Context: an optimization exercise on an open-source flow, tuned for a short achievable clock period. The choices shown serve that exercise and are no tape-out recipe. Only simulation tests tie the RTL to the original design; equivalence was not proved. Power is estimated from default activity; no workload was simulated.

==> flow/design.v, too long to show whole: its modules and the start of the top module <==
// module branch_target_predictor: 1864 lines
// module btb_g_inv: 3 lines
// module btb_g_nand2: 3 lines
// module btb_g_nand3: 3 lines
// module btb_g_nor2: 3 lines
// module btb_g_nor4: 4 lines
// module btb_g_and2: 3 lines
// module btb_g_xor2: 3 lines
// module btb_g_nand4: 4 lines
// module btb_g_o21ai: 3 lines
// module btb_g_a22oi: 4 lines
// module btb_g_xnor2: 3 lines
// module btb_g_o22ai: 4 lines
// module btb_g_mux2i: 3 lines
module branch_target_predictor #(
  parameter int unsigned ADDR_W   = 32,
  parameter int unsigned ENTRIES  = 16,
  parameter logic [1:0]  CTR_INIT = 2'b01,
  parameter int unsigned CNT_W    = 16
) (
  input  logic              clk,
  input  logic              reset,
  input  logic              enable,
  input  logic [ADDR_W-1:0] pc_f,
  output logic              pred_hit,
  output logic              pred_taken,
  output logic [ADDR_W-1:0] pred_target,
  input  logic              upd_valid,
  input  logic [ADDR_W-1:0] upd_pc,
  input  logic              upd_taken,
  input  logic [ADDR_W-1:0] upd_target,
  input  logic              upd_pred_taken,
  input  logic [ADDR_W-1:0] upd_pred_target,
  input  logic              flush_all,
  output logic              mispredict,
  output logic [CNT_W-1:0]  branch_cnt,
  output logic [CNT_W-1:0]  mispred_cnt
);
  // ...
==> flow/flow/run.sh <==
#!/bin/bash
# Own layout flow: the standard synthesis unchanged, then the standard ORFS
# steps with delay cells kept out of buffering (so port buffers and repair
# buffers are real buffers), port buffers of a fixed drive strength, and the
# lookup's ports grouped on one edge (flow/io.tcl, before pin placement).
set -euo pipefail
HERE=$(pwd)
PLAT_DU="sky130_fd_sc_hd__probe_p_8 sky130_fd_sc_hd__probec_p_8 sky130_fd_sc_hd__lpflow_bleeder_1 sky130_fd_sc_hd__lpflow_clkbufkapwr_1 sky130_fd_sc_hd__lpflow_clkbufkapwr_16 sky130_fd_sc_hd__lpflow_clkbufkapwr_2 sky130_fd_sc_hd__lpflow_clkbufkapwr_4 sky130_fd_sc_hd__lpflow_clkbufkapwr_8 sky130_fd_sc_hd__lpflow_clkinvkapwr_1 sky130_fd_sc_hd__lpflow_clkinvkapwr_16 sky130_fd_sc_hd__lpflow_clkinvkapwr_2 sky130_fd_sc_hd__lpflow_clkinvkapwr_4 sky130_fd_sc_hd__lpflow_clkinvkapwr_8 sky130_fd_sc_hd__lpflow_decapkapwr_12 sky130_fd_sc_hd__lpflow_decapkapwr_3 sky130_fd_sc_hd__lpflow_decapkapwr_4 sky130_fd_sc_hd__lpflow_decapkapwr_6 sky130_fd_sc_hd__lpflow_decapkapwr_8 sky130_fd_sc_hd__lpflow_inputiso0n_1 sky130_fd_sc_hd__lpflow_inputiso0p_1 sky130_fd_sc_hd__lpflow_inputiso1n_1 sky130_fd_sc_hd__lpflow_inputiso1p_1 sky130_fd_sc_hd__lpflow_inputisolatch_1 sky130_fd_sc_hd__lpflow_isobufsrc_1 sky130_fd_sc_hd__lpflow_isobufsrc_16 sky130_fd_sc_hd__lpflow_isobufsrc_2 sky130_fd_sc_hd__lpflow_isobufsrc_4 sky130_fd_sc_hd__lpflow_isobufsrc_8 sky130_fd_sc_hd__lpflow_isobufsrckapwr_16 sky130_fd_sc_hd__lpflow_lsbuf_lh_hl_isowell_tap_1 sky130_fd_sc_hd__lpflow_lsbuf_lh_hl_isowell_tap_2 sky130_fd_sc_hd__lpflow_lsbuf_lh_hl_isowell_tap_4 sky130_fd_sc_hd__lpflow_lsbuf_lh_isowell_4 sky130_fd_sc_hd__lpflow_lsbuf_lh_isowell_tap_1 sky130_fd_sc_hd__lpflow_lsbuf_lh_isowell_tap_2 sky130_fd_sc_hd__lpflow_lsbuf_lh_isowell_tap_4"
DU="$PLAT_DU sky130_fd_sc_hd__dlygate4sd1_1 sky130_fd_sc_hd__dlygate4sd2_1 sky130_fd_sc_hd__dlygate4sd3_1 sky130_fd_sc_hd__clkdlybuf4s15_1 sky130_fd_sc_hd__clkdlybuf4s15_2 sky130_fd_sc_hd__clkdlybuf4s18_1 sky130_fd_sc_hd__clkdlybuf4s18_2 sky130_fd_sc_hd__clkdlybuf4s25_1 sky130_fd_sc_hd__clkdlybuf4s25_2 sky130_fd_sc_hd__clkdlybuf4s50_1 sky130_fd_sc_hd__clkdlybuf4s50_2 sky130_fd_sc_hd__dlymetal6s2s_1 sky130_fd_sc_hd__dlymetal6s4s_1 sky130_fd_sc_hd__dlymetal6s6s_1"

bash standard.sh synth > flow_synth.log 2>&1
bash standard.sh "DONT_USE_CELLS=$DU" \
  "BUFFER_PORTS_ARGS=-buffer_cell sky130_fd_sc_hd__buf_6" \
  "PRE_IO_PLACEMENT_TCL=$HERE/flow/io.tcl" \
  "GLOBAL_PLACEMENT_ARGS=-timing_driven_net_weight_max 10 -timing_driven_nets_percentage 20" \
  finish > flow_layout.log 2>&1
==> flow/flow/io.tcl <==
# Pin placement that keeps each critical cone compact: the fetch PC bits
# interleaved with the predicted target bits (and hit/taken) on the left edge;
# the resolved and predicted targets interleaved with the other mispredict
# inputs and output on the right edge. Other pins are placed freely.
set btb_pins {}
for {set k 0} {$k < 32} {incr k} {
  lappend btb_pins "pc_f\[$k\]" "pred_target\[$k\]"
}
lappend btb_pins pred_hit pred_taken
set_io_pin_constraint -pin_names $btb_pins -region left:* -group -order
set mis_pins {}
for {set k 0} {$k < 16} {incr k} {
  lappend mis_pins "upd_target\[$k\]" "upd_pred_target\[$k\]"
}
lappend mis_pins upd_taken upd_pred_taken upd_valid mispredict
for {set k 16} {$k < 32} {incr k} {
  lappend mis_pins "upd_target\[$k\]" "upd_pred_target\[$k\]"
}
set_io_pin_constraint -pin_names $mis_pins -region right:* -group -order
==> flow/standard.sh <==
#!/bin/bash
# synth_recipe.tcl (not shown) runs the flow's synth.tcl, then flattens the netlist and writes it again
# the make line also repeats each setting of config.mk as NAME=value (left out here)
make -C /OpenROAD-flow-scripts/flow DESIGN_CONFIG=/design/flow/config.mk WORK_HOME=/design/flow/orfs CLKGATE_MAP_FILE= SYNTH_SCRIPT=/design/flow/synth_recipe.tcl "${@:-finish}"
==> flow/config.mk <==
export PLATFORM = sky130hd
export DESIGN_NAME = branch_target_predictor
export DESIGN_NICKNAME = branch_target_predictor
export VERILOG_FILES = /design/flow/design.v
export SDC_FILE = /design/flow/constraint.sdc
export NUM_CORES = 4
export LEC_CHECK = 0
export ABC_CLOCK_PERIOD_IN_PS = 2500
export CAP_MARGIN = 20
export CORE_MARGIN = 2
export CORE_UTILIZATION = 65
export PLACE_DENSITY = 0.75
export SETUP_SLACK_MARGIN = 3.0
export SLEW_MARGIN = 20
export SYNTH_HIERARCHICAL = 1
export SYNTH_MINIMUM_KEEP_SIZE = 0
export TNS_END_PERCENT = 20
==> flow/constraint.sdc <==
create_clock -name core_clock -period 7.0 [get_ports {clk}]
set_input_delay 1.4000 -clock core_clock [delete_from_list [all_inputs] [get_ports {clk}]]
set_output_delay 1.4000 -clock core_clock [all_outputs]
set_load 0.01 [all_outputs]
==> key figures, run 1 <==
Synthesis
  • Simple logic cell fraction of the synthesized area: 10.24%
  • Ys flop type: edfxtp_1
  • Yosys cell types: 35
  • Area contributors post-synth: edfxtp_1 (59%), xnor2_1 (12%), a22oi_2 (8.6%), xor2_1 (4.6%), nand4_1 (2.4%)
  • Largest family of logic cells by synthesized area: XOR/XNOR gates
  • Post-synth EDFFs: 960

Layout
  • Syn-to-layout area delta: 17.51%
  • Final core utilization: 77.25%
  • Multi-input combinational area share: 33.29%
  • # diodes: 1
  • Multi-input gate area: 19,150 µm²
  • Clock-cell share: 5.652%
  • Clock buffer count: 136

Power
  • Clk pwr: 5.32 mW
  • Clock Power Share: 39.9%
  • Switching Fraction: 24.12%
  • NetSw: 3.218 mW
  • Pint: 10.12 mW
  • Comb group: 1.35 mW
  • Logic pwr share: 10.1%

Setup path
  • R2R Path Start: tag_q[336]
  • Critical Path AT: 3.61 ns
  • Setup crit end: pred_target[26]
  • Reg-to-Reg End: ctr_q[24]
  • CP startpoint kind: input pin

Outcome
  • Status: finished clean

Drt
  • DR vias: 33,074
  • Met3 wire len: 23.12 mm
  • Top layer reached by signal wires: met5
  • DRC errors left: 0

Floorplan
  • I/O pins: 202
  • Initial Utilization: 65.74%
  • Num rows: 100

Clocking
  • CTS Buf Count: 104

Min path
  • Worst min-delay path class: flip-flop to flip-flop

Placed design
  • PortBufs: 199
  • Setup Slack @ Placement: 1.041 ns

Global route
  • GRT Max-Usage Layer: met2
  • Met3 Use GR: 10.47%
  • First-pass GRT wire length: 223.9 mm
  • Total GRT Usage: 40.46%

Timing
  • Part of the cycle the worst path needs: 71.50%
  • Slew HR: 27.94%
  • # setup viols final: 0
  • Max Clk Rate: 199.8 MHz
==> inputs of run 2 (changes only) <==
--- a/flow/design.v
+++ b/flow/design.v
@@ -374,5 +374,6 @@
   logic [26-1:0] m0;
   logic [6:0] g0;
-  logic gh0, gt0, p0_0, p1h0, p1t0;
+  logic [2:0] q0;
+  logic gh0, gt0, qh0, qt0, mh0, mt0;
   btb_g_xnor2 u_m0_0 (.a(f_tag[0]), .b(tag_q[0][0]), .y(m0[0]));
   btb_g_xnor2 u_m0_1 (.a(f_tag[1]), .b(tag_q[0][1]), .y(m0[1]));
@@ -410,10 +411,15 @@
   btb_g_nand3 u_gh0 (.a(f_idx_n[2]), .b(f_idx_n[3]), .c(valid_q[0]), .y(gh0));
   btb_g_nand3 u_gt0 (.a(f_idx_n[2]), .b(f_idx_n[3]), .c(e_tv[0]), .y(gt0));
-  btb_g_nor4 u_p0_0 (.a(g0[0]), .b(g0[1]), .c(g0[2]), .d(g0[3]), .y(p0_0));
-  btb_g_nor4 u_p1h0 (.a(g0[4]), .b(g0[5]), .c(g0[6]), .d(gh0), .y(p1h0));
-  btb_g_nor4 u_p1t0 (.a(g0[4]), .b(g0[5]), .c(g0[6]), .d(gt0), .y(p1t0));
+  btb_g_nor2 u_q0_0 (.a(g0[0]), .b(g0[1]), .y(q0[0]));
+  btb_g_nor2 u_q0_1 (.a(g0[2]), .b(g0[3]), .y(q0[1]));
+  btb_g_nor2 u_q0_2 (.a(g0[4]), .b(g0[5]), .y(q0[2]));
+  btb_g_nor2 u_qh0 (.a(g0[6]), .b(gh0), .y(qh0));
+  btb_g_nor2 u_qt0 (.a(g0[6]), .b(gt0), .y(qt0));
+  btb_g_nand4 u_mh0 (.a(q0[0]), .b(q0[1]), .c(q0[2]), .d(qh0), .y(mh0));
+  btb_g_nand4 u_mt0 (.a(q0[0]), .b(q0[1]), .c(q0[2]), .d(qt0), .y(mt0));
   logic [26-1:0] m1;
   logic [6:0] g1;
-  logic gh1, gt1, p0_1, p1h1, p1t1;
+  logic [2:0] q1;
+  logic gh1, gt1, qh1, qt1, mh1, mt1;
   btb_g_xnor2 u_m1_0 (.a(f_tag[0]), .b(tag_q[1][0]), .y(m1[0]));
   btb_g_xnor2 u_m1_1 (.a(f_tag[1]), .b(tag_q[1][1]), .y(m1[1]));
@@ -451,10 +457,15 @@
   btb_g_nand3 u_gh1 (.a(f_idx_n[2]), .b(f_idx_n[3]), .c(valid_q[1]), .y(gh1));
   btb_g_nand3 u_gt1 (.a(f_idx_n[2]), .b(f_idx_n[3]), .c(e_tv[1]), .y(gt1));
-  btb_g_nor4 u_p0_1 (.a(g1[0]), .b(g1[1]), .c(g1[2]), .d(g1[3]), .y(p0_1));
-  btb_g_nor4 u_p1h1 (.a(g1[4]), .b(g1[5]), .c(g1[6]), .d(gh1), .y(p1h1));
-  btb_g_nor4 u_p1t1 (.a(g1[4]), .b(g1[5]), .c(g1[6]), .d(gt1), .y(p1t1));
+  btb_g_nor2 u_q1_0 (.a(g1[0]), .b(g1[1]), .y(q1[0]));
+  btb_g_nor2 u_q1_1 (.a(g1[2]), .b(g1[3]), .y(q1[1]));
+  btb_g_nor2 u_q1_2 (.a(g1[4]), .b(g1[5]), .y(q1[2]));
+  btb_g_nor2 u_qh1 (.a(g1[6]), .b(gh1), .y(qh1));
+  btb_g_nor2 u_qt1 (.a(g1[6]), .b(gt1), .y(qt1));
+  btb_g_nand4 u_mh1 (.a(q1[0]), .b(q1[1]), .c(q1[2]), .d(qh1), .y(mh1));
+  btb_g_nand4 u_mt1 (.a(q1[0]), .b(q1[1]), .c(q1[2]), .d(qt1), .y(mt1));
   logic [26-1:0] m2;
   logic [6:0] g2;
-  logic gh2, gt2, p0_2, p1h2, p1t2;
+  logic [2:0] q2;
+  logic gh2, gt2, qh2, qt2, mh2, mt2;
   btb_g_xnor2 u_m2_0 (.a(f_tag[0]), .b(tag_q[2][0]), .y(m2[0]));
   btb_g_xnor2 u_m2_1 (.a(f_tag[1]), .b(tag_q[2][1]), .y(m2[1]));
@@ -492,10 +503,15 @@
   btb_g_nand3 u_gh2 (.a(f_idx_n[2]), .b(f_idx_n[3]), .c(valid_q[2]), .y(gh2));
   btb_g_nand3 u_gt2 (.a(f_idx_n[2]), .b(f_idx_n[3]), .c(e_tv[2]), .y(gt2));
-  btb_g_nor4 u_p0_2 (.a(g2[0]), .b(g2[1]), .c(g2[2]), .d(g2[3]), .y(p0_2));
-  btb_g_nor4 u_p1h2 (.a(g2[4]), .b(g2[5]), .c(g2[6]), .d(gh2), .y(p1h2));
-  btb_g_nor4 u_p1t2 (.a(g2[4]), .b(g2[5]), .c(g2[6]), .d(gt2), .y(p1t2));
+  btb_g_nor2 u_q2_0 (.a(g2[0]), .b(g2[1]), .y(q2[0]));
+  btb_g_nor2 u_q2_1 (.a(g2[2]), .b(g2[3]), .y(q2[1]));
+  btb_g_nor2 u_q2_2 (.a(g2[4]), .b(g2[5]), .y(q2[2]));
+  btb_g_nor2 u_qh2 (.a(g2[6]), .b(gh2), .y(qh2));
+  btb_g_nor2 u_qt2 (.a(g2[6]), .b(gt2), .y(qt2));
+  btb_g_nand4 u_mh2 (.a(q2[0]), .b(q2[1]), .c(q2[2]), .d(qh2), .y(mh2));
+  btb_g_nand4 u_mt2 (.a(q2[0]), .b(q2[1]), .c(q2[2]), .d(qt2), .y(mt2));
   logic [26-1:0] m3;
   logic [6:0] g3;
-  logic gh3, gt3, p0_3, p1h3, p1t3;
+  logic [2:0] q3;
+  logic gh3, gt3, qh3, qt3, mh3, mt3;
   btb_g_xnor2 u_m3_0 (.a(f_tag[0]), .b(tag_q[3][0]), .y(m3[0]));
   btb_g_xnor2 u_m3_1 (.a(f_tag[1]), .b(tag_q[3][1]), .y(m3[1]));
@@ -533,10 +549,15 @@
   btb_g_nand3 u_gh3 (.a(f_idx_n[2]), .b(f_idx_n[3]), .c(valid_q[3]), .y(gh3));
   btb_g_nand3 u_gt3 (.a(f_idx_n[2]), .b(f_idx_n[3]), .c(e_tv[3]), .y(gt3));
-  btb_g_nor4 u_p0_3 (.a(g3[0]), .b(g3[1]), .c(g3[2]), .d(g3[3]), .y(p0_3));
-  btb_g_nor4 u_p1h3 (.a(g3[4]), .b(g3[5]), .c(g3[6]), .d(gh3), .y(p1h3));
-  btb_g_nor4 u_p1t3 (.a(g3[4]), .b(g3[5]), .c(g3[6]), .d(gt3), .y(p1t3));
+  btb_g_nor2 u_q3_0 (.a(g3[0]), .b(g3[1]), .y(q3[0]));
+  btb_g_nor2 u_q3_1 (.a(g3[2]), .b(g3[3]), .y(q3[1]));
+  btb_g_nor2 u_q3_2 (.a(g3[4]), .b(g3[5]), .y(q3[2]));
+  btb_g_nor2 u_qh3 (.a(g3[6]), .b(gh3), .y(qh3));
+  btb_g_nor2 u_qt3 (.a(g3[6]), .b(gt3), .y(qt3));
+  btb_g_nand4 u_mh3 (.a(q3[0]), .b(q3[1]), .c(q3[2]), .d(qh3), .y(mh3));
+  btb_g_nand4 u_mt3 (.a(q3[0]), .b(q3[1]), .c(q3[2]), .d(qt3), .y(mt3));
   logic [26-1:0] m4;
   logic [6:0] g4;
-  logic gh4, gt4, p0_4, p1h4, p1t4;
+  logic [2:0] q4;
+  logic gh4, gt4, qh4, qt4, mh4, mt4;
   btb_g_xnor2 u_m4_0 (.a(f_tag[0]), .b(tag_q[4][0]), .y(m4[0]));
   btb_g_xnor2 u_m4_1 (.a(f_tag[1]), .b(tag_q[4][1]), .y(m4[1]));
@@ -574,10 +595,15 @@
   btb_g_nand3 u_gh4 (.a(f_idx[2]), .b(f_idx_n[3]), .c(valid_q[4]), .y(gh4));
   btb_g_nand3 u_gt4 (.a(f_idx[2]), .b(f_idx_n[3]), .c(e_tv[4]), .y(gt4));
-  btb_g_nor4 u_p0_4 (.a(g4[0]), .b(g4[1]), .c(g4[2]), .d(g4[3]), .y(p0_4));
-  btb_g_nor4 u_p1h4 (.a(g4[4]), .b(g4[5]), .c(g4[6]), .d(gh4), .y(p1h4));
-  btb_g_nor4 u_p1t4 (.a(g4[4]), .b(g4[5]), .c(g4[6]), .d(gt4), .y(p1t4));
+  btb_g_nor2 u_q4_0 (.a(g4[0]), .b(g4[1]), .y(q4[0]));
+  btb_g_nor2 u_q4_1 (.a(g4[2]), .b(g4[3]), .y(q4[1]));
+  btb_g_nor2 u_q4_2 (.a(g4[4]), .b(g4[5]), .y(q4[2]));
+  btb_g_nor2 u_qh4 (.a(g4[6]), .b(gh4), .y(qh4));
+  btb_g_nor2 u_qt4 (.a(g4[6]), .b(gt4), .y(qt4));
+  btb_g_nand4 u_mh4 (.a(q4[0]), .b(q4[1]), .c(q4[2]), .d(qh4), .y(mh4));
+  btb_g_nand4 u_mt4 (.a(q4[0]), .b(q4[1]), .c(q4[2]), .d(qt4), .y(mt4));
   logic [26-1:0] m5;
   logic [6:0] g5;
-  logic gh5, gt5, p0_5, p1h5, p1t5;
+  logic [2:0] q5;
+  logic gh5, gt5, qh5, qt5, mh5, mt5;
   btb_g_xnor2 u_m5_0 (.a(f_tag[0]), .b(tag_q[5][0]), .y(m5[0]));
   btb_g_xnor2 u_m5_1 (.a(f_tag[1]), .b(tag_q[5][1]), .y(m5[1]));
@@ -615,10 +641,15 @@
   btb_g_nand3 u_gh5 (.a(f_idx[2]), .b(f_idx_n[3]), .c(valid_q[5]), .y(gh5));
   btb_g_nand3 u_gt5 (.a(f_idx[2]), .b(f_idx_n[3]), .c(e_tv[5]), .y(gt5));
-  btb_g_nor4 u_p0_5 (.a(g5[0]), .b(g5[1]), .c(g5[2]), .d(g5[3]), .y(p0_5));
-  btb_g_nor4 u_p1h5 (.a(g5[4]), .b(g5[5]), .c(g5[6]), .d(gh5), .y(p1h5));
-  btb_g_nor4 u_p1t5 (.a(g5[4]), .b(g5[5]), .c(g5[6]), .d(gt5), .y(p1t5));
+  btb_g_nor2 u_q5_0 (.a(g5[0]), .b(g5[1]), .y(q5[0]));
+  btb_g_nor2 u_q5_1 (.a(g5[2]), .b(g5[3]), .y(q5[1]));
+  btb_g_nor2 u_q5_2 (.a(g5[4]), .b(g5[5]), .y(q5[2]));
+  btb_g_nor2 u_qh5 (.a(g5[6]), .b(gh5), .y(qh5));
+  btb_g_nor2 u_qt5 (.a(g5[6]), .b(gt5), .y(qt5));
+  btb_g_nand4 u_mh5 (.a(q5[0]), .b(q5[1]), .c(q5[2]), .d(qh5), .y(mh5));
+  btb_g_nand4 u_mt5 (.a(q5[0]), .b(q5[1]), .c(q5[2]), .d(qt5), .y(mt5));
   logic [26-1:0] m6;
   logic [6:0] g6;
-  logic gh6, gt6, p0_6, p1h6, p1t6;
+  logic [2:0] q6;
+  logic gh6, gt6, qh6, qt6, mh6, mt6;
   btb_g_xnor2 u_m6_0 (.a(f_tag[0]), .b(tag_q[6][0]), .y(m6[0]));
   btb_g_xnor2 u_m6_1 (.a(f_tag[1]), .b(tag_q[6][1]), .y(m6[1]));
@@ -656,10 +687,15 @@
   btb_g_nand3 u_gh6 (.a(f_idx[2]), .b(f_idx_n[3]), .c(valid_q[6]), .y(gh6));
   btb_g_nand3 u_gt6 (.a(f_idx[2]), .b(f_idx_n[3]), .c(e_tv[6]), .y(gt6));
-  btb_g_nor4 u_p0_6 (.a(g6[0]), .b(g6[1]), .c(g6[2]), .d(g6[3]), .y(p0_6));
-  btb_g_nor4 u_p1h6 (.a(g6[4]), .b(g6[5]), .c(g6[6]), .d(gh6), .y(p1h6));
-  btb_g_nor4 u_p1t6 (.a(g6[4]), .b(g6[5]), .c(g6[6]), .d(gt6), .y(p1t6));
+  btb_g_nor2 u_q6_0 (.a(g6[0]), .b(g6[1]), .y(q6[0]));
+  btb_g_nor2 u_q6_1 (.a(g6[2]), .b(g6[3]), .y(q6[1]));
+  btb_g_nor2 u_q6_2 (.a(g6[4]), .b(g6[5]), .y(q6[2]));
+  btb_g_nor2 u_qh6 (.a(g6[6]), .b(gh6), .y(qh6));
+  btb_g_nor2 u_qt6 (.a(g6[6]), .b(gt6), .y(qt6));
+  btb_g_nand4 u_mh6 (.a(q6[0]), .b(q6[1]), .c(q6[2]), .d(qh6), .y(mh6));
+  btb_g_nand4 u_mt6 (.a(q6[0]), .b(q6[1]), .c(q6[2]), .d(qt6), .y(mt6));
   logic [26-1:0] m7;
   logic [6:0] g7;
-  logic gh7, gt7, p0_7, p1h7, p1t7;
+  logic [2:0] q7;
+  logic gh7, gt7, qh7, qt7, mh7, mt7;
   btb_g_xnor2 u_m7_0 (.a(f_tag[0]), .b(tag_q[7][0]), .y(m7[0]));
   btb_g_xnor2 u_m7_1 (.a(f_tag[1]), .b(tag_q[7][1]), .y(m7[1]));
@@ -697,10 +733,15 @@
   btb_g_nand3 u_gh7 (.a(f_idx[2]), .b(f_idx_n[3]), .c(valid_q[7]), .y(gh7));
   btb_g_nand3 u_gt7 (.a(f_idx[2]), .b(f_idx_n[3]), .c(e_tv[7]), .y(gt7));
-  btb_g_nor4 u_p0_7 (.a(g7[0]), .b(g7[1]), .c(g7[2]), .d(g7[3]), .y(p0_7));
-  btb_g_nor4 u_p1h7 (.a(g7[4]), .b(g7[5]), .c(g7[6]), .d(gh7), .y(p1h7));
-  btb_g_nor4 u_p1t7 (.a(g7[4]), .b(g7[5]), .c(g7[6]), .d(gt7), .y(p1t7));
+  btb_g_nor2 u_q7_0 (.a(g7[0]), .b(g7[1]), .y(q7[0]));
+  btb_g_nor2 u_q7_1 (.a(g7[2]), .b(g7[3]), .y(q7[1]));
+  btb_g_nor2 u_q7_2 (.a(g7[4]), .b(g7[5]), .y(q7[2]));
+  btb_g_nor2 u_qh7 (.a(g7[6]), .b(gh7), .y(qh7));
+  btb_g_nor2 u_qt7 (.a(g7[6]), .b(gt7), .y(qt7));
+  btb_g_nand4 u_mh7 (.a(q7[0]), .b(q7[1]), .c(q7[2]), .d(qh7), .y(mh7));
+  btb_g_nand4 u_mt7 (.a(q7[0]), .b(q7[1]), .c(q7[2]), .d(qt7), .y(mt7));
   logic [26-1:0] m8;
   logic [6:0] g8;
-  logic gh8, gt8, p0_8, p1h8, p1t8;
+  logic [2:0] q8;
+  logic gh8, gt8, qh8, qt8, mh8, mt8;
   btb_g_xnor2 u_m8_0 (.a(f_tag[0]), .b(tag_q[8][0]), .y(m8[0]));
   btb_g_xnor2 u_m8_1 (.a(f_tag[1]), .b(tag_q[8][1]), .y(m8[1]));
@@ -738,10 +779,15 @@
   btb_g_nand3 u_gh8 (.a(f_idx_n[2]), .b(f_idx[3]), .c(valid_q[8]), .y(gh8));
   btb_g_nand3 u_gt8 (.a(f_idx_n[2]), .b(f_idx[3]), .c(e_tv[8]), .y(gt8));
-  btb_g_nor4 u_p0_8 (.a(g8[0]), .b(g8[1]), .c(g8[2]), .d(g8[3]), .y(p0_8));
-  btb_g_nor4 u_p1h8 (.a(g8[4]), .b(g8[5]), .c(g8[6]), .d(gh8), .y(p1h8));
-  btb_g_nor4 u_p1t8 (.a(g8[4]), .b(g8[5]), .c(g8[6]), .d(gt8), .y(p1t8));
+  btb_g_nor2 u_q8_0 (.a(g8[0]), .b(g8[1]), .y(q8[0]));
+  btb_g_nor2 u_q8_1 (.a(g8[2]), .b(g8[3]), .y(q8[1]));
+  btb_g_nor2 u_q8_2 (.a(g8[4]), .b(g8[5]), .y(q8[2]));
+  btb_g_nor2 u_qh8 (.a(g8[6]), .b(gh8), .y(qh8));
+  btb_g_nor2 u_qt8 (.a(g8[6]), .b(gt8), .y(qt8));
+  btb_g_nand4 u_mh8 (.a(q8[0]), .b(q8[1]), .c(q8[2]), .d(qh8), .y(mh8));
+  btb_g_nand4 u_mt8 (.a(q8[0]), .b(q8[1]), .c(q8[2]), .d(qt8), .y(mt8));
   logic [26-1:0] m9;
   logic [6:0] g9;
-  logic gh9, gt9, p0_9, p1h9, p1t9;
+  logic [2:0] q9;
+  logic gh9, gt9, qh9, qt9, mh9, mt9;
   btb_g_xnor2 u_m9_0 (.a(f_tag[0]), .b(tag_q[9][0]), .y(m9[0]));
   btb_g_xnor2 u_m9_1 (.a(f_tag[1]), .b(tag_q[9][1]), .y(m9[1]));
@@ -779,10 +825,15 @@
   btb_g_nand3 u_gh9 (.a(f_idx_n[2]), .b(f_idx[3]), .c(valid_q[9]), .y(gh9));
   btb_g_nand3 u_gt9 (.a(f_idx_n[2]), .b(f_idx[3]), .c(e_tv[9]), .y(gt9));
-  btb_g_nor4 u_p0_9 (.a(g9[0]), .b(g9[1]), .c(g9[2]), .d(g9[3]), .y(p0_9));
-  btb_g_nor4 u_p1h9 (.a(g9[4]), .b(g9[5]), .c(g9[6]), .d(gh9), .y(p1h9));
-  btb_g_nor4 u_p1t9 (.a(g9[4]), .b(g9[5]), .c(g9[6]), .d(gt9), .y(p1t9));
+  btb_g_nor2 u_q9_0 (.a(g9[0]), .b(g9[1]), .y(q9[0]));
+  btb_g_nor2 u_q9_1 (.a(g9[2]), .b(g9[3]), .y(q9[1]));
+  btb_g_nor2 u_q9_2 (.a(g9[4]), .b(g9[5]), .y(q9[2]));
+  btb_g_nor2 u_qh9 (.a(g9[6]), .b(gh9), .y(qh9));
+  btb_g_nor2 u_qt9 (.a(g9[6]), .b(gt9), .y(qt9));
+  btb_g_nand4 u_mh9 (.a(q9[0]), .b(q9[1]), .c(q9[2]), .d(qh9), .y(mh9));
+  btb_g_nand4 u_mt9 (.a(q9[0]), .b(q9[1]), .c(q9[2]), .d(qt9), .y(mt9));
   logic [26-1:0] m10;
   logic [6:0] g10;
-  logic gh10, gt10, p0_10, p1h10, p1t10;
+  logic [2:0] q10;
+  logic gh10, gt10, qh10, qt10, mh10, mt10;
   btb_g_xnor2 u_m10_0 (.a(f_tag[0]), .b(tag_q[10][0]), .y(m10[0]));
   btb_g_xnor2 u_m10_1 (.a(f_tag[1]), .b(tag_q[10][1]), .y(m10[1]));
@@ -820,10 +871,15 @@
   btb_g_nand3 u_gh10 (.a(f_idx_n[2]), .b(f_idx[3]), .c(valid_q[10]), .y(gh10));
   btb_g_nand3 u_gt10 (.a(f_idx_n[2]), .b(f_idx[3]), .c(e_tv[10]), .y(gt10));
-  btb_g_nor4 u_p0_10 (.a(g10[0]), .b(g10[1]), .c(g10[2]), .d(g10[3]), .y(p0_10));
-  btb_g_nor4 u_p1h10 (.a(g10[4]), .b(g10[5]), .c(g10[6]), .d(gh10), .y(p1h10));
-  btb_g_nor4 u_p1t10 (.a(g10[4]), .b(g10[5]), .c(g10[6]), .d(gt10), .y(p1t10));
+  btb_g_nor2 u_q10_0 (.a(g10[0]), .b(g10[1]), .y(q10[0]));
+  btb_g_nor2 u_q10_1 (.a(g10[2]), .b(g10[3]), .y(q10[1]));
+  btb_g_nor2 u_q10_2 (.a(g10[4]), .b(g10[5]), .y(q10[2]));
+  btb_g_nor2 u_qh10 (.a(g10[6]), .b(gh10), .y(qh10));
+  btb_g_nor2 u_qt10 (.a(g10[6]), .b(gt10), .y(qt10));
+  btb_g_nand4 u_mh10 (.a(q10[0]), .b(q10[1]), .c(q10[2]), .d(qh10), .y(mh10));
+  btb_g_nand4 u_mt10 (.a(q10[0]), .b(q10[1]), .c(q10[2]), .d(qt10), .y(mt10));
   logic [26-1:0] m11;
   logic [6:0] g11;
-  logic gh11, gt11, p0_11, p1h11, p1t11;
+  logic [2:0] q11;
+  logic gh11, gt11, qh11, qt11, mh11, mt11;
   btb_g_xnor2 u_m11_0 (.a(f_tag[0]), .b(tag_q[11][0]), .y(m11[0]));
   btb_g_xnor2 u_m11_1 (.a(f_tag[1]), .b(tag_q[11][1]), .y(m11[1]));
@@ -861,10 +917,15 @@
   btb_g_nand3 u_gh11 (.a(f_idx_n[2]), .b(f_idx[3]), .c(valid_q[11]), .y(gh11));
   btb_g_nand3 u_gt11 (.a(f_idx_n[2]), .b(f_idx[3]), .c(e_tv[11]), .y(gt11));
-  btb_g_nor4 u_p0_11 (.a(g11[0]), .b(g11[1]), .c(g11[2]), .d(g11[3]), .y(p0_11));
-  btb_g_nor4 u_p1h11 (.a(g11[4]), .b(g11[5]), .c(g11[6]), .d(gh11), .y(p1h11));
-  btb_g_nor4 u_p1t11 (.a(g11[4]), .b(g11[5]), .c(g11[6]), .d(gt11), .y(p1t11));
+  btb_g_nor2 u_q11_0 (.a(g11[0]), .b(g11[1]), .y(q11[0]));
+  btb_g_nor2 u_q11_1 (.a(g11[2]), .b(g11[3]), .y(q11[1]));
+  btb_g_nor2 u_q11_2 (.a(g11[4]), .b(g11[5]), .y(q11[2]));
+  btb_g_nor2 u_qh11 (.a(g11[6]), .b(gh11), .y(qh11));
+  btb_g_nor2 u_qt11 (.a(g11[6]), .b(gt11), .y(qt11));
+  btb_g_nand4 u_mh11 (.a(q11[0]), .b(q11[1]), .c(q11[2]), .d(qh11), .y(mh11));
+  btb_g_nand4 u_mt11 (.a(q11[0]), .b(q11[1]), .c(q11[2]), .d(qt11), .y(mt11));
   logic [26-1:0] m12;
   logic [6:0] g12;
-  logic gh12, gt12, p0_12, p1h12, p1t12;
+  logic [2:0] q12;
+  logic gh12, gt12, qh12, qt12, mh12, mt12;
   btb_g_xnor2 u_m12_0 (.a(f_tag[0]), .b(tag_q[12][0]), .y(m12[0]));
   btb_g_xnor2 u_m12_1 (.a(f_tag[1]), .b(tag_q[12][1]), .y(m12[1]));
@@ -902,10 +963,15 @@
   btb_g_nand3 u_gh12 (.a(f_idx[2]), .b(f_idx[3]), .c(valid_q[12]), .y(gh12));
   btb_g_nand3 u_gt12 (.a(f_idx[2]), .b(f_idx[3]), .c(e_tv[12]), .y(gt12));
-  btb_g_nor4 u_p0_12 (.a(g12[0]), .b(g12[1]), .c(g12[2]), .d(g12[3]), .y(p0_12));
-  btb_g_nor4 u_p1h12 (.a(g12[4]), .b(g12[5]), .c(g12[6]), .d(gh12), .y(p1h12));
-  btb_g_nor4 u_p1t12 (.a(g12[4]), .b(g12[5]), .c(g12[6]), .d(gt12), .y(p1t12));
+  btb_g_nor2 u_q12_0 (.a(g12[0]), .b(g12[1]), .y(q12[0]));
+  btb_g_nor2 u_q12_1 (.a(g12[2]), .b(g12[3]), .y(q12[1]));
+  btb_g_nor2 u_q12_2 (.a(g12[4]), .b(g12[5]), .y(q12[2]));
+  btb_g_nor2 u_qh12 (.a(g12[6]), .b(gh12), .y(qh12));
+  btb_g_nor2 u_qt12 (.a(g12[6]), .b(gt12), .y(qt12));
+  btb_g_nand4 u_mh12 (.a(q12[0]), .b(q12[1]), .c(q12[2]), .d(qh12), .y(mh12));
+  btb_g_nand4 u_mt12 (.a(q12[0]), .b(q12[1]), .c(q12[2]), .d(qt12), .y(mt12));
   logic [26-1:0] m13;
   logic [6:0] g13;
-  logic gh13, gt13, p0_13, p1h13, p1t13;
+  logic [2:0] q13;
+  logic gh13, gt13, qh13, qt13, mh13, mt13;
   btb_g_xnor2 u_m13_0 (.a(f_tag[0]), .b(tag_q[13][0]), .y(m13[0]));
   btb_g_xnor2 u_m13_1 (.a(f_tag[1]), .b(tag_q[13][1]), .y(m13[1]));
@@ -943,10 +1009,15 @@
   btb_g_nand3 u_gh13 (.a(f_idx[2]), .b(f_idx[3]), .c(valid_q[13]), .y(gh13));
   btb_g_nand3 u_gt13 (.a(f_idx[2]), .b(f_idx[3]), .c(e_tv[13]), .y(gt13));
-  btb_g_nor4 u_p0_13 (.a(g13[0]), .b(g13[1]), .c(g13[2]), .d(g13[3]), .y(p0_13));
-  btb_g_nor4 u_p1h13 (.a(g13[4]), .b(g13[5]), .c(g13[6]), .d(gh13), .y(p1h13));
-  btb_g_nor4 u_p1t13 (.a(g13[4]), .b(g13[5]), .c(g13[6]), .d(gt13), .y(p1t13));
+  btb_g_nor2 u_q13_0 (.a(g13[0]), .b(g13[1]), .y(q13[0]));
+  btb_g_nor2 u_q13_1 (.a(g13[2]), .b(g13[3]), .y(q13[1]));
+  btb_g_nor2 u_q13_2 (.a(g13[4]), .b(g13[5]), .y(q13[2]));
+  btb_g_nor2 u_qh13 (.a(g13[6]), .b(gh13), .y(qh13));
+  btb_g_nor2 u_qt13 (.a(g13[6]), .b(gt13), .y(qt13));
+  btb_g_nand4 u_mh13 (.a(q13[0]), .b(q13[1]), .c(q13[2]), .d(qh13), .y(mh13));
+  btb_g_nand4 u_mt13 (.a(q13[0]), .b(q13[1]), .c(q13[2]), .d(qt13), .y(mt13));
   logic [26-1:0] m14;
   logic [6:0] g14;
-  logic gh14, gt14, p0_14, p1h14, p1t14;
+  logic [2:0] q14;
+  logic gh14, gt14, qh14, qt14, mh14, mt14;
   btb_g_xnor2 u_m14_0 (.a(f_tag[0]), .b(tag_q[14][0]), .y(m14[0]));
   btb_g_xnor2 u_m14_1 (.a(f_tag[1]), .b(tag_q[14][1]), .y(m14[1]));
@@ -984,10 +1055,15 @@
   btb_g_nand3 u_gh14 (.a(f_idx[2]), .b(f_idx[3]), .c(valid_q[14]), .y(gh14));
   btb_g_nand3 u_gt14 (.a(f_idx[2]), .b(f_idx[3]), .c(e_tv[14]), .y(gt14));
-  btb_g_nor4 u_p0_14 (.a(g14[0]), .b(g14[1]), .c(g14[2]), .d(g14[3]), .y(p0_14));
-  btb_g_nor4 u_p1h14 (.a(g14[4]), .b(g14[5]), .c(g14[6]), .d(gh14), .y(p1h14));
-  btb_g_nor4 u_p1t14 (.a(g14[4]), .b(g14[5]), .c(g14[6]), .d(gt14), .y(p1t14));
+  btb_g_nor2 u_q14_0 (.a(g14[0]), .b(g14[1]), .y(q14[0]));
+  btb_g_nor2 u_q14_1 (.a(g14[2]), .b(g14[3]), .y(q14[1]));
+  btb_g_nor2 u_q14_2 (.a(g14[4]), .b(g14[5]), .y(q14[2]));
+  btb_g_nor2 u_qh14 (.a(g14[6]), .b(gh14), .y(qh14));
+  btb_g_nor2 u_qt14 (.a(g14[6]), .b(gt14), .y(qt14));
+  btb_g_nand4 u_mh14 (.a(q14[0]), .b(q14[1]), .c(q14[2]), .d(qh14), .y(mh14));
+  btb_g_nand4 u_mt14 (.a(q14[0]), .b(q14[1]), .c(q14[2]), .d(qt14), .y(mt14));
   logic [26-1:0] m15;
   logic [6:0] g15;
-  logic gh15, gt15, p0_15, p1h15, p1t15;
+  logic [2:0] q15;
+  logic gh15, gt15, qh15, qt15, mh15, mt15;
   btb_g_xnor2 u_m15_0 (.a(f_tag[0]), .b(tag_q[15][0]), .y(m15[0]));
   btb_g_xnor2 u_m15_1 (.a(f_tag[1]), .b(tag_q[15][1]), .y(m15[1]));
@@ -1025,43 +1101,36 @@
   btb_g_nand3 u_gh15 (.a(f_idx[2]), .b(f_idx[3]), .c(valid_q[15]), .y(gh15));
   btb_g_nand3 u_gt15 (.a(f_idx[2]), .b(f_idx[3]), .c(e_tv[15]), .y(gt15));
-  btb_g_nor4 u_p0_15 (.a(g15[0]), .b(g15[1]), .c(g15[2]), .d(g15[3]), .y(p0_15));
-  btb_g_nor4 u_p1h15 (.a(g15[4]), .b(g15[5]), .c(g15[6]), .d(gh15), .y(p1h15));
-  btb_g_nor4 u_p1t15 (.a(g15[4]), .b(g15[5]), .c(g15[6]), .d(gt15), .y(p1t15));
-  logic [8-1:0] hq, tq;
-  logic [1:0] hs, ts;
-  btb_g_a22oi u_hq0 (.a1(p0_0), .a2(p1h0), .b1(p0_1), .b2(p1h1), .y(hq[0]));
-  btb_g_a22oi u_tq0 (.a1(p0_0), .a2(p1t0), .b1(p0_1), .b2(p1t1), .y(tq[0]));
-  btb_g_a22oi u_hq1 (.a1(p0_2), .a2(p1h2), .b1(p0_3), .b2(p1h3), .y(hq[1]));
-  btb_g_a22oi u_tq1 (.a1(p0_2), .a2(p1t2), .b1(p0_3), .b2(p1t3), .y(tq[1]));
-  btb_g_a22oi u_hq2 (.a1(p0_4), .a2(p1h4), .b1(p0_5), .b2(p1h5), .y(hq[2]));
-  btb_g_a22oi u_tq2 (.a1(p0_4), .a2(p1t4), .b1(p0_5), .b2(p1t5), .y(tq[2]));
-  btb_g_a22oi u_hq3 (.a1(p0_6), .a2(p1h6), .b1(p0_7), .b2(p1h7), .y(hq[3]));
-  btb_g_a22oi u_tq3 (.a1(p0_6), .a2(p1t6), .b1(p0_7), .b2(p1t7), .y(tq[3]));
-  btb_g_a22oi u_hq4 (.a1(p0_8), .a2(p1h8), .b1(p0_9), .b2(p1h9), .y(hq[4]));
-  btb_g_a22oi u_tq4 (.a1(p0_8), .a2(p1t8), .b1(p0_9), .b2(p1t9), .y(tq[4]));
-  btb_g_a22oi u_hq5 (.a1(p0_10), .a2(p1h10), .b1(p0_11), .b2(p1h11), .y(hq[5]));
-  btb_g_a22oi u_tq5 (.a1(p0_10), .a2(p1t10), .b1(p0_11), .b2(p1t11), .y(tq[5]));
-  btb_g_a22oi u_hq6 (.a1(p0_12), .a2(p1h12), .b1(p0_13), .b2(p1h13), .y(hq[6]));
-  btb_g_a22oi u_tq6 (.a1(p0_12), .a2(p1t12), .b1(p0_13), .b2(p1t13), .y(tq[6]));
-  btb_g_a22oi u_hq7 (.a1(p0_14), .a2(p1h14), .b1(p0_15), .b2(p1h15), .y(hq[7]));
-  btb_g_a22oi u_tq7 (.a1(p0_14), .a2(p1t14), .b1(p0_15), .b2(p1t15), .y(tq[7]));
-  btb_g_nand4 u_hs0 (.a(hq[0]), .b(hq[1]), .c(hq[2]), .d(hq[3]), .y(hs[0]));
-  btb_g_nand4 u_ts0 (.a(tq[0]), .b(tq[1]), .c(tq[2]), .d(tq[3]), .y(ts[0]));
-  btb_g_nand4 u_hs1 (.a(hq[4]), .b(hq[5]), .c(hq[6]), .d(hq[7]), .y(hs[1]));
-  btb_g_nand4 u_ts1 (.a(tq[4]), .b(tq[5]), .c(tq[6]), .d(tq[7]), .y(ts[1]));
-  logic hnone, tnone;
-  btb_g_nor2 u_hnone (.a(hs[0]), .b(hs[1]), .y(hnone));
-  btb_g_nor2 u_tnone (.a(ts[0]), .b(ts[1]), .y(tnone));
-  btb_g_inv u_phit (.a(hnone), .y(pred_hit));
-  btb_g_inv u_ptkn (.a(tnone), .y(pred_taken));
+  btb_g_nor2 u_q15_0 (.a(g15[0]), .b(g15[1]), .y(q15[0]));
+  btb_g_nor2 u_q15_1 (.a(g15[2]), .b(g15[3]), .y(q15[1]));
+  btb_g_nor2 u_q15_2 (.a(g15[4]), .b(g15[5]), .y(q15[2]));
+  btb_g_nor2 u_qh15 (.a(g15[6]), .b(gh15), .y(qh15));
+  btb_g_nor2 u_qt15 (.a(g15[6]), .b(gt15), .y(qt15));
+  btb_g_nand4 u_mh15 (.a(q15[0]), .b(q15[1]), .c(q15[2]), .d(qh15), .y(mh15));
+  btb_g_nand4 u_mt15 (.a(q15[0]), .b(q15[1]), .c(q15[2]), .d(qt15), .y(mt15));
+  logic [3:0] hr, tr;
+  logic [1:0] hz, tz;
+  btb_g_nand4 u_hr0 (.a(mh0), .b(mh1), .c(mh2), .d(mh3), .y(hr[0]));
+  btb_g_nand4 u_tr0 (.a(mt0), .b(mt1), .c(mt2), .d(mt3), .y(tr[0]));
+  btb_g_nand4 u_hr1 (.a(mh4), .b(mh5), .c(mh6), .d(mh7), .y(hr[1]));
+  btb_g_nand4 u_tr1 (.a(mt4), .b(mt5), .c(mt6), .d(mt7), .y(tr[1]));
+  btb_g_nand4 u_hr2 (.a(mh8), .b(mh9), .c(mh10), .d(mh11), .y(hr[2]));
+  btb_g_nand4 u_tr2 (.a(mt8), .b(mt9), .c(mt10), .d(mt11), .y(tr[2]));
+  btb_g_nand4 u_hr3 (.a(mh12), .b(mh13), .c(mh14), .d(mh15), .y(hr[3]));
+  btb_g_nand4 u_tr3 (.a(mt12), .b(mt13), .c(mt14), .d(mt15), .y(tr[3]));
+  btb_g_nor2 u_hz0 (.a(hr[0]), .b(hr[1]), .y(hz[0]));
+  btb_g_nor2 u_tz0 (.a(tr[0]), .b(tr[1]), .y(tz[0]));
+  btb_g_nor2 u_hz1 (.a(hr[2]), .b(hr[3]), .y(hz[1]));
+  btb_g_nor2 u_tz1 (.a(tr[2]), .b(tr[3]), .y(tz[1]));
+  btb_g_nand2 u_phit (.a(hz[0]), .b(hz[1]), .y(pred_hit));
+  btb_g_nand2 u_ptkn (.a(tz[0]), .b(tz[1]), .y(pred_taken));
   logic [8-1:0] tk;
-  btb_g_nor2 u_tk0 (.a(ts[0]), .b(ts[1]), .y(tk[0]));
-  btb_g_nor2 u_tk1 (.a(ts[0]), .b(ts[1]), .y(tk[1]));
-  btb_g_nor2 u_tk2 (.a(ts[0]), .b(ts[1]), .y(tk[2]));
-  btb_g_nor2 u_tk3 (.a(ts[0]), .b(ts[1]), .y(tk[3]));
-  btb_g_nor2 u_tk4 (.a(ts[0]), .b(ts[1]), .y(tk[4]));
-  btb_g_nor2 u_tk5 (.a(ts[0]), .b(ts[1]), .y(tk[5]));
-  btb_g_nor2 u_tk6 (.a(ts[0]), .b(ts[1]), .y(tk[6]));
-  btb_g_nor2 u_tk7 (.a(ts[0]), .b(ts[1]), .y(tk[7]));
+  btb_g_nand2 u_tk0 (.a(tz[0]), .b(tz[1]), .y(tk[0]));
+  btb_g_nand2 u_tk1 (.a(tz[0]), .b(tz[1]), .y(tk[1]));
+  btb_g_nand2 u_tk2 (.a(tz[0]), .b(tz[1]), .y(tk[2]));
+  btb_g_nand2 u_tk3 (.a(tz[0]), .b(tz[1]), .y(tk[3]));
+  btb_g_nand2 u_tk4 (.a(tz[0]), .b(tz[1]), .y(tk[4]));
+  btb_g_nand2 u_tk5 (.a(tz[0]), .b(tz[1]), .y(tk[5]));
+  btb_g_nand2 u_tk6 (.a(tz[0]), .b(tz[1]), .y(tk[6]));
+  btb_g_nand2 u_tk7 (.a(tz[0]), .b(tz[1]), .y(tk[7]));
   logic [3:0] f_sa, f_sb;
   logic [ADDR_W-1:0] f_tgt_n;
@@ -1586,36 +1655,36 @@
   btb_g_a22oi u_tv31_1 (.a1(f_sb[2]), .a2(tg31[2]), .b1(f_sb[3]), .b2(tg31[3]), .y(tv31[1]));
   btb_g_and2 u_tgn31 (.a(tv31[0]), .b(tv31[1]), .y(f_tgt_n[31]));
-  btb_g_mux2i u_o0 (.s(tk[0]), .a1(f_seq_n[0]), .a0(f_tgt_n[0]), .y(pred_target[0]));
-  btb_g_mux2i u_o1 (.s(tk[0]), .a1(f_seq_n[1]), .a0(f_tgt_n[1]), .y(pred_target[1]));
-  btb_g_mux2i u_o2 (.s(tk[0]), .a1(f_seq_n[2]), .a0(f_tgt_n[2]), .y(pred_target[2]));
-  btb_g_mux2i u_o3 (.s(tk[0]), .a1(f_seq_n[3]), .a0(f_tgt_n[3]), .y(pred_target[3]));
-  btb_g_mux2i u_o4 (.s(tk[1]), .a1(f_seq_n[4]), .a0(f_tgt_n[4]), .y(pred_target[4]));
-  btb_g_mux2i u_o5 (.s(tk[1]), .a1(f_seq_n[5]), .a0(f_tgt_n[5]), .y(pred_target[5]));
-  btb_g_mux2i u_o6 (.s(tk[1]), .a1(f_seq_n[6]), .a0(f_tgt_n[6]), .y(pred_target[6]));
-  btb_g_mux2i u_o7 (.s(tk[1]), .a1(f_seq_n[7]), .a0(f_tgt_n[7]), .y(pred_target[7]));
-  btb_g_mux2i u_o8 (.s(tk[2]), .a1(f_seq_n[8]), .a0(f_tgt_n[8]), .y(pred_target[8]));
-  btb_g_mux2i u_o9 (.s(tk[2]), .a1(f_seq_n[9]), .a0(f_tgt_n[9]), .y(pred_target[9]));
-  btb_g_mux2i u_o10 (.s(tk[2]), .a1(f_seq_n[10]), .a0(f_tgt_n[10]), .y(pred_target[10]));
-  btb_g_mux2i u_o11 (.s(tk[2]), .a1(f_seq_n[11]), .a0(f_tgt_n[11]), .y(pred_target[11]));
-  btb_g_mux2i u_o12 (.s(tk[3]), .a1(f_seq_n[12]), .a0(f_tgt_n[12]), .y(pred_target[12]));
-  btb_g_mux2i u_o13 (.s(tk[3]), .a1(f_seq_n[13]), .a0(f_tgt_n[13]), .y(pred_target[13]));
-  btb_g_mux2i u_o14 (.s(tk[3]), .a1(f_seq_n[14]), .a0(f_tgt_n[14]), .y(pred_target[14]));
-  btb_g_mux2i u_o15 (.s(tk[3]), .a1(f_seq_n[15]), .a0(f_tgt_n[15]), .y(pred_target[15]));
-  btb_g_mux2i u_o16 (.s(tk[4]), .a1(f_seq_n[16]), .a0(f_tgt_n[16]), .y(pred_target[16]));
-  btb_g_mux2i u_o17 (.s(tk[4]), .a1(f_seq_n[17]), .a0(f_tgt_n[17]), .y(pred_target[17]));
-  btb_g_mux2i u_o18 (.s(tk[4]), .a1(f_seq_n[18]), .a0(f_tgt_n[18]), .y(pred_target[18]));
-  btb_g_mux2i u_o19 (.s(tk[4]), .a1(f_seq_n[19]), .a0(f_tgt_n[19]), .y(pred_target[19]));
-  btb_g_mux2i u_o20 (.s(tk[5]), .a1(f_seq_n[20]), .a0(f_tgt_n[20]), .y(pred_target[20]));
-  btb_g_mux2i u_o21 (.s(tk[5]), .a1(f_seq_n[21]), .a0(f_tgt_n[21]), .y(pred_target[21]));
-  btb_g_mux2i u_o22 (.s(tk[5]), .a1(f_seq_n[22]), .a0(f_tgt_n[22]), .y(pred_target[22]));
-  btb_g_mux2i u_o23 (.s(tk[5]), .a1(f_seq_n[23]), .a0(f_tgt_n[23]), .y(pred_target[23]));
-  btb_g_mux2i u_o24 (.s(tk[6]), .a1(f_seq_n[24]), .a0(f_tgt_n[24]), .y(pred_target[24]));
-  btb_g_mux2i u_o25 (.s(tk[6]), .a1(f_seq_n[25]), .a0(f_tgt_n[25]), .y(pred_target[25]));
-  btb_g_mux2i u_o26 (.s(tk[6]), .a1(f_seq_n[26]), .a0(f_tgt_n[26]), .y(pred_target[26]));
-  btb_g_mux2i u_o27 (.s(tk[6]), .a1(f_seq_n[27]), .a0(f_tgt_n[27]), .y(pred_target[27]));
-  btb_g_mux2i u_o28 (.s(tk[7]), .a1(f_seq_n[28]), .a0(f_tgt_n[28]), .y(pred_target[28]));
-  btb_g_mux2i u_o29 (.s(tk[7]), .a1(f_seq_n[29]), .a0(f_tgt_n[29]), .y(pred_target[29]));
-  btb_g_mux2i u_o30 (.s(tk[7]), .a1(f_seq_n[30]), .a0(f_tgt_n[30]), .y(pred_target[30]));
-  btb_g_mux2i u_o31 (.s(tk[7]), .a1(f_seq_n[31]), .a0(f_tgt_n[31]), .y(pred_target[31]));
+  btb_g_mux2i u_o0 (.s(tk[0]), .a1(f_tgt_n[0]), .a0(f_seq_n[0]), .y(pred_target[0]));
+  btb_g_mux2i u_o1 (.s(tk[0]), .a1(f_tgt_n[1]), .a0(f_seq_n[1]), .y(pred_target[1]));
+  btb_g_mux2i u_o2 (.s(tk[0]), .a1(f_tgt_n[2]), .a0(f_seq_n[2]), .y(pred_target[2]));
+  btb_g_mux2i u_o3 (.s(tk[0]), .a1(f_tgt_n[3]), .a0(f_seq_n[3]), .y(pred_target[3]));
+  btb_g_mux2i u_o4 (.s(tk[1]), .a1(f_tgt_n[4]), .a0(f_seq_n[4]), .y(pred_target[4]));
+  btb_g_mux2i u_o5 (.s(tk[1]), .a1(f_tgt_n[5]), .a0(f_seq_n[5]), .y(pred_target[5]));
+  btb_g_mux2i u_o6 (.s(tk[1]), .a1(f_tgt_n[6]), .a0(f_seq_n[6]), .y(pred_target[6]));
+  btb_g_mux2i u_o7 (.s(tk[1]), .a1(f_tgt_n[7]), .a0(f_seq_n[7]), .y(pred_target[7]));
+  btb_g_mux2i u_o8 (.s(tk[2]), .a1(f_tgt_n[8]), .a0(f_seq_n[8]), .y(pred_target[8]));
+  btb_g_mux2i u_o9 (.s(tk[2]), .a1(f_tgt_n[9]), .a0(f_seq_n[9]), .y(pred_target[9]));
+  btb_g_mux2i u_o10 (.s(tk[2]), .a1(f_tgt_n[10]), .a0(f_seq_n[10]), .y(pred_target[10]));
+  btb_g_mux2i u_o11 (.s(tk[2]), .a1(f_tgt_n[11]), .a0(f_seq_n[11]), .y(pred_target[11]));
+  btb_g_mux2i u_o12 (.s(tk[3]), .a1(f_tgt_n[12]), .a0(f_seq_n[12]), .y(pred_target[12]));
+  btb_g_mux2i u_o13 (.s(tk[3]), .a1(f_tgt_n[13]), .a0(f_seq_n[13]), .y(pred_target[13]));
+  btb_g_mux2i u_o14 (.s(tk[3]), .a1(f_tgt_n[14]), .a0(f_seq_n[14]), .y(pred_target[14]));
+  btb_g_mux2i u_o15 (.s(tk[3]), .a1(f_tgt_n[15]), .a0(f_seq_n[15]), .y(pred_target[15]));
+  btb_g_mux2i u_o16 (.s(tk[4]), .a1(f_tgt_n[16]), .a0(f_seq_n[16]), .y(pred_target[16]));
+  btb_g_mux2i u_o17 (.s(tk[4]), .a1(f_tgt_n[17]), .a0(f_seq_n[17]), .y(pred_target[17]));
+  btb_g_mux2i u_o18 (.s(tk[4]), .a1(f_tgt_n[18]), .a0(f_seq_n[18]), .y(pred_target[18]));
+  btb_g_mux2i u_o19 (.s(tk[4]), .a1(f_tgt_n[19]), .a0(f_seq_n[19]), .y(pred_target[19]));
+  btb_g_mux2i u_o20 (.s(tk[5]), .a1(f_tgt_n[20]), .a0(f_seq_n[20]), .y(pred_target[20]));
+  btb_g_mux2i u_o21 (.s(tk[5]), .a1(f_tgt_n[21]), .a0(f_seq_n[21]), .y(pred_target[21]));
+  btb_g_mux2i u_o22 (.s(tk[5]), .a1(f_tgt_n[22]), .a0(f_seq_n[22]), .y(pred_target[22]));
+  btb_g_mux2i u_o23 (.s(tk[5]), .a1(f_tgt_n[23]), .a0(f_seq_n[23]), .y(pred_target[23]));
+  btb_g_mux2i u_o24 (.s(tk[6]), .a1(f_tgt_n[24]), .a0(f_seq_n[24]), .y(pred_target[24]));
+  btb_g_mux2i u_o25 (.s(tk[6]), .a1(f_tgt_n[25]), .a0(f_seq_n[25]), .y(pred_target[25]));
+  btb_g_mux2i u_o26 (.s(tk[6]), .a1(f_tgt_n[26]), .a0(f_seq_n[26]), .y(pred_target[26]));
+  btb_g_mux2i u_o27 (.s(tk[6]), .a1(f_tgt_n[27]), .a0(f_seq_n[27]), .y(pred_target[27]));
+  btb_g_mux2i u_o28 (.s(tk[7]), .a1(f_tgt_n[28]), .a0(f_seq_n[28]), .y(pred_target[28]));
+  btb_g_mux2i u_o29 (.s(tk[7]), .a1(f_tgt_n[29]), .a0(f_seq_n[29]), .y(pred_target[29]));
+  btb_g_mux2i u_o30 (.s(tk[7]), .a1(f_tgt_n[30]), .a0(f_seq_n[30]), .y(pred_target[30]));
+  btb_g_mux2i u_o31 (.s(tk[7]), .a1(f_tgt_n[31]), .a0(f_seq_n[31]), .y(pred_target[31]));
   logic [ENTRIES-1:0] u_dec;
   logic [ENTRIES-1:0] u_hit;
==> run 2 against run 1 <==
Synthesized area is 0.55% lower. Final cell count is 3.9% higher. Hold slack better by 0.014 ns. Global-route usage is 0.19 points higher. First-iteration DRC count is 4.2% higher. Largest power group unchanged. Highest routed layer unchanged.
==> key figures, run 2 <==
Outcome
  • Status: finished clean

Global route
  • First-pass GRT wire length: 225.1 mm (+0.54%)
  • Largest net degree at the start of global routing: 88
  • Vias in the first global route: 32,976
  • Congestion Overflow GR: 0
  • Total GRT Usage: 40.65% (+0.19 points)
  • Initial antenna violation count: 9

Timing
  • Total negative slack: 0 ns
  • Clock Skew: 0.02452 ns
  • Final Hold Viols: 0
  • Tightest Pin Transition: 1.150 ns
  • Period minus WS final: 4.912 ns
  • Slew Viols, Final: 0
  • Slew HR: 23.15% (-4.8 points)
  • Unrepaired setup endpoints after global routing: true
  • Max Clk Rate: 203.6 MHz (+1.9%)
  • # setup viols final: 0 (unchanged)
  • Part of the cycle the worst path needs: 70.18% (-1.3 points)

Placed design
  • PortBufs: 199 (unchanged)
  • Post-DP HPWL: 88.38 mm
  • Final RePlAce weighted congestion: 0.9165

Drt
  • DRC errors left: 0 (unchanged)
  • Via density: 6.882
  • Antenna viol nets, final: 0
  • First-pass DRT Iterations: 7
  • Final WL: 165.5 mm
  • DR vias: 34,622 (+4.7%)
  • DR WL/cell: 32.89 µm
  • Initial DRC count: 5,519

Power
  • Pint: 10.53 mW (+4.0%)
  • Switching Fraction: 24.03% (-0.090 points)
  • Logic pwr share: 10.9% (+0.8 points)
  • NetSw: 3.332 mW (+3.5%)
  • Leak pwr: 19.19 nW
  • Clock Power Share: 41.0% (+1.1 points)
  • Flop pwr share: 48.1%
  • Peak VDD IR: 0.0002238 V
  • Power Density: 233.2 nW/µm²

Layout
  • Largest reg by FF count: tgt_q
  • Nets: 4,105
  • Syn-to-layout area delta: 22.13%
  • Top flop regs: tgt_q (512), tag_q (416), ctr_q (32)
  • Final core utilization: 79.98% (+2.7 points)
  • Commonest non-fill, non-tap cells in the layout: edfxtp_1 (960), xnor2_1 (665), a22oi_2 (320)
  • Commonest non-fill, non-tap cell in the layout: edfxtp_1
  • Layout cells sized above 1: 26.11%
  • Largest register FFs: 512

Synthesis
  • Post-synth top cells: edfxtp_1 (960), xnor2_1 (695), a22oi_2 (320)
  • Syn Nets: 3,611
  • Compound-cell area share of the yosys netlist: 8.979%
  • Synth warnings: 7
  • Simple logic cell fraction of the synthesized area: 10.18% (-0.067 points)
  • Synth async-reset ratio: 0%
  • Cells after Synth: 3,476
  • Seq/Total Area, Yosys: 61.20%
  • Synthesized area per cell: 14.00 µm²
  • Adder-Cell Fraction of Synth Area: 0%
  • Multiplexer share of the synthesized area: 1.193%
  • Area contributors post-synth: edfxtp_1 (59%), xnor2_1 (13%), a22oi_2 (8.2%), xor2_1 (4.6%), nand4_1 (2.9%)
  • Yosys top cell area share: 59.23%
  • Ys flop type: edfxtp_1
  • Yosys cell types: 35 (unchanged)
  • Post-synth EDFFs: 960 (unchanged)
  • Netlist Area Pre-Place: 48,670 µm²
  • Post-synthesis xor/xnor area fraction: 17.26%
  • Synthesized flop and latch total: 1,008
  • Most common cell in the netlist: edfxtp_1
  • Synth area leader: edfxtp_1
  • Largest family of logic cells by synthesized area: XOR/XNOR gates

Clocking
  • Hold_buf cts: 0
  • Clock tree buffer depth: 3
  • Worst-skew pair later-pin latency: 0.68 ns
  • Root Driver: clkbuf_16
  • CTS tree: yes
  • H-tree Lvls: 3
  • CTS Buf Count: 103 (-0.96%)
  • # clock sinks: 1,008
  • Clock transition at path regs: 0.06 ns

Floorplan
  • I/O pins: 202 (unchanged)
  • Num rows: 100 (unchanged)
  • Die Y: 277.6 µm
  • Core area: 74,320 µm²
  • Initial Utilization: 65.49% (-0.25 points)
  • Full die area: 77,080 µm²
  • Die Width: 277.6 µm

Min path
  • Worst hold path startpoint: valid_q[11]
  • Worst min-delay path class: flip-flop to flip-flop

Run
  • Max-Cap Viols: 0

Setup path
  • Worst Setup SP: pc_f[9]
  • Worst Setup End Kind: output port
  • CP max FO: 19
  • Critical Path RT: 5.60 ns
  • Kind of critical path: input pin to output port
  • Critical Path AT: 3.51 ns (-0.10 ns)
  • R2R Path Start: tag_q[19]
  • CP startpoint kind: input pin
-- run 2: cell count changes in the layout (fill, tap and decap cells not counted), sizes merged, moves of 11 or more --
| cell | before | now |
|---|---|---|
| buf | 324 | 432 |
| bufinv | 4 | 15 |
| clkbuf | 136 | 148 |
| a22oi | 336 | 320 |
| nor4 | 89 | 41 |
| nand4 | 190 | 226 |
| nor2 | 167 | 242 |
-- run 2: area by class of cell --
class / instances / area [µm²]
clock buffers: 127 / 2699
fillers: 4116 / 14880
well taps: 969 / 1212
inverters: 41 / 168.9
multi-input cells: 2360 / 19450
flip-flops and latches: 1008 / 29790
clock inverters: 68 / 765.7
repair buffers: 456 / 5350
diodes: 2 / 5.005
-- run 2: worst paths after layout --
kind / endpoint / slack [ns] / cells after the start
setup / recovery: pred_target[9] / 2.09 / 11
hold / removal: valid_q[11] / 0.55 / 1
setup reg to reg: ctr_q[0] / 4.61 / 5
hold reg to reg: valid_q[11] / 0.55 / 1
-- run 2: cells by family (layout without fill, tap and decap cells) --
logic type                Yosys count  count (layout)
DFF                              1008            1008
and+or+nand+nor                   984             985
xor gates and xnor gates          956             956
AOI/OAI and AO/OA                 361             361
buffers and inverters             109             692
muxes                              58              58
other                               0               2
-- run 2: stage by stage --
step / total power, mW / setup WS (ns) / cell area (µm²) / hold WS, ns / std cells
2_1_floorplan: 7.419 / 0.6733 / 48870 / 0.4764 / 3476
3_3_place_gp: 7.973 / 1.237 / 52480 / 0.5062 / 4623
3_5_place_dp: 8.000 / 1.248 / 52510 / 0.5087 / 4625
4_1_cts: 13.71 / 2.215 / 57950 / 0.5319 / 4942
5_1_grt: 14.13 / 2.136 / 59440 / 0.5650 / 5029
6_report: 13.86 / 2.088 / 59440 / 0.5456 / 5031
-- run 2: power by group through the flow --
stage	Clock, mW	Combinational (mW)	Sequential [mW]
6_report	5.68	1.51	6.67
5_1_grt	5.93	1.54	6.67
4_1_cts	5.68	1.36	6.66
3_5_place_dp	0	1.21	6.79
3_3_place_gp	0	1.18	6.79
2_1_floorplan	0	0.628	6.79
-- run 2: worst max-delay path, cell delays in order --
cell and delay, ns:
buf_12 0.23, xnor2_1 0.17, nand4_1 0.17, nor2_2 0.20, nand4_1 0.22, nand4_1 0.30
nor2_4 0.09, buf_12 0.17, nand2_8 0.12, mux2i_4 0.27, buf_6 0.13
-- run 2: layer usage --
layer / vias up / GRT usage [%] / share of wire [%]
met4: 14 / 20.98 / 6.5
met3: 652 / 11.93 / 15
met1: 17120 / 56.01 / 35
met2: 2885 / 59.01 / 43
met5: - / 0 / 0.074
li1: 13951 / - / -
-- run 2: modules after synthesis (local to each module, per instance), a selection --
module / area (µm²) / flops+latches / times used / cells
branch_target_predictor: 36680 / 1008 / 1 / 1949
btb_g_mux2i: 10.01 / 0 / 32 / 1
btb_g_xnor2: 8.758 / 0 / 416 / 1
btb_g_xor2: 8.758 / 0 / 92 / 1
btb_g_nand4: 6.256 / 0 / 154 / 1
btb_g_and2: 6.256 / 0 / 89 / 1
btb_g_o21ai: 5.005 / 0 / 1 / 1
btb_g_nand2: 3.754 / 0 / 206 / 1
-- run 2: timing repair --
action	4_1_cts	5_1_grt
setup endpoints to repair	35	141
cloned	14	15
buffers inserted	108	71
gates resized for setup	217	161
pin swaps	16	65

==> separate check: timing with driven ports <==
The results above use ideal ports. As a check the final layouts listed here were re-extracted and re-timed, cells and wires unchanged. Step 1 (the two cells are an assumption about what drives the block):
set clk [get_ports {clk}]
set_driving_cell -lib_cell sky130_fd_sc_hd__clkbuf_16 $clk
set_driving_cell -lib_cell sky130_fd_sc_hd__buf_2 [delete_from_list [all_inputs] $clk]
Step 2 also shifts input and output timing later by t, the mid clock arrival at the registers, as if the neighbouring blocks saw the same clock. a / b / c = ideal ports / drivers / drivers and shift; a / b = the first two.
run	t (ns)	slack for setup (ns)	worst setup path after step 2	worst register clock-pin slew, ns	cell pins on the clock port's net
run 1	0.740	1.995 / 1.752 / 1.752	input to output	0.07 / 0.07	1
run 2	0.738	2.088 / 1.857 / 1.857	input to output	0.07 / 0.07	1
After both steps every run listed still meets setup and hold. The setup slack of run 1, which loses most, moves by -0.243 ns with the drivers and by -0.243 ns with both steps.
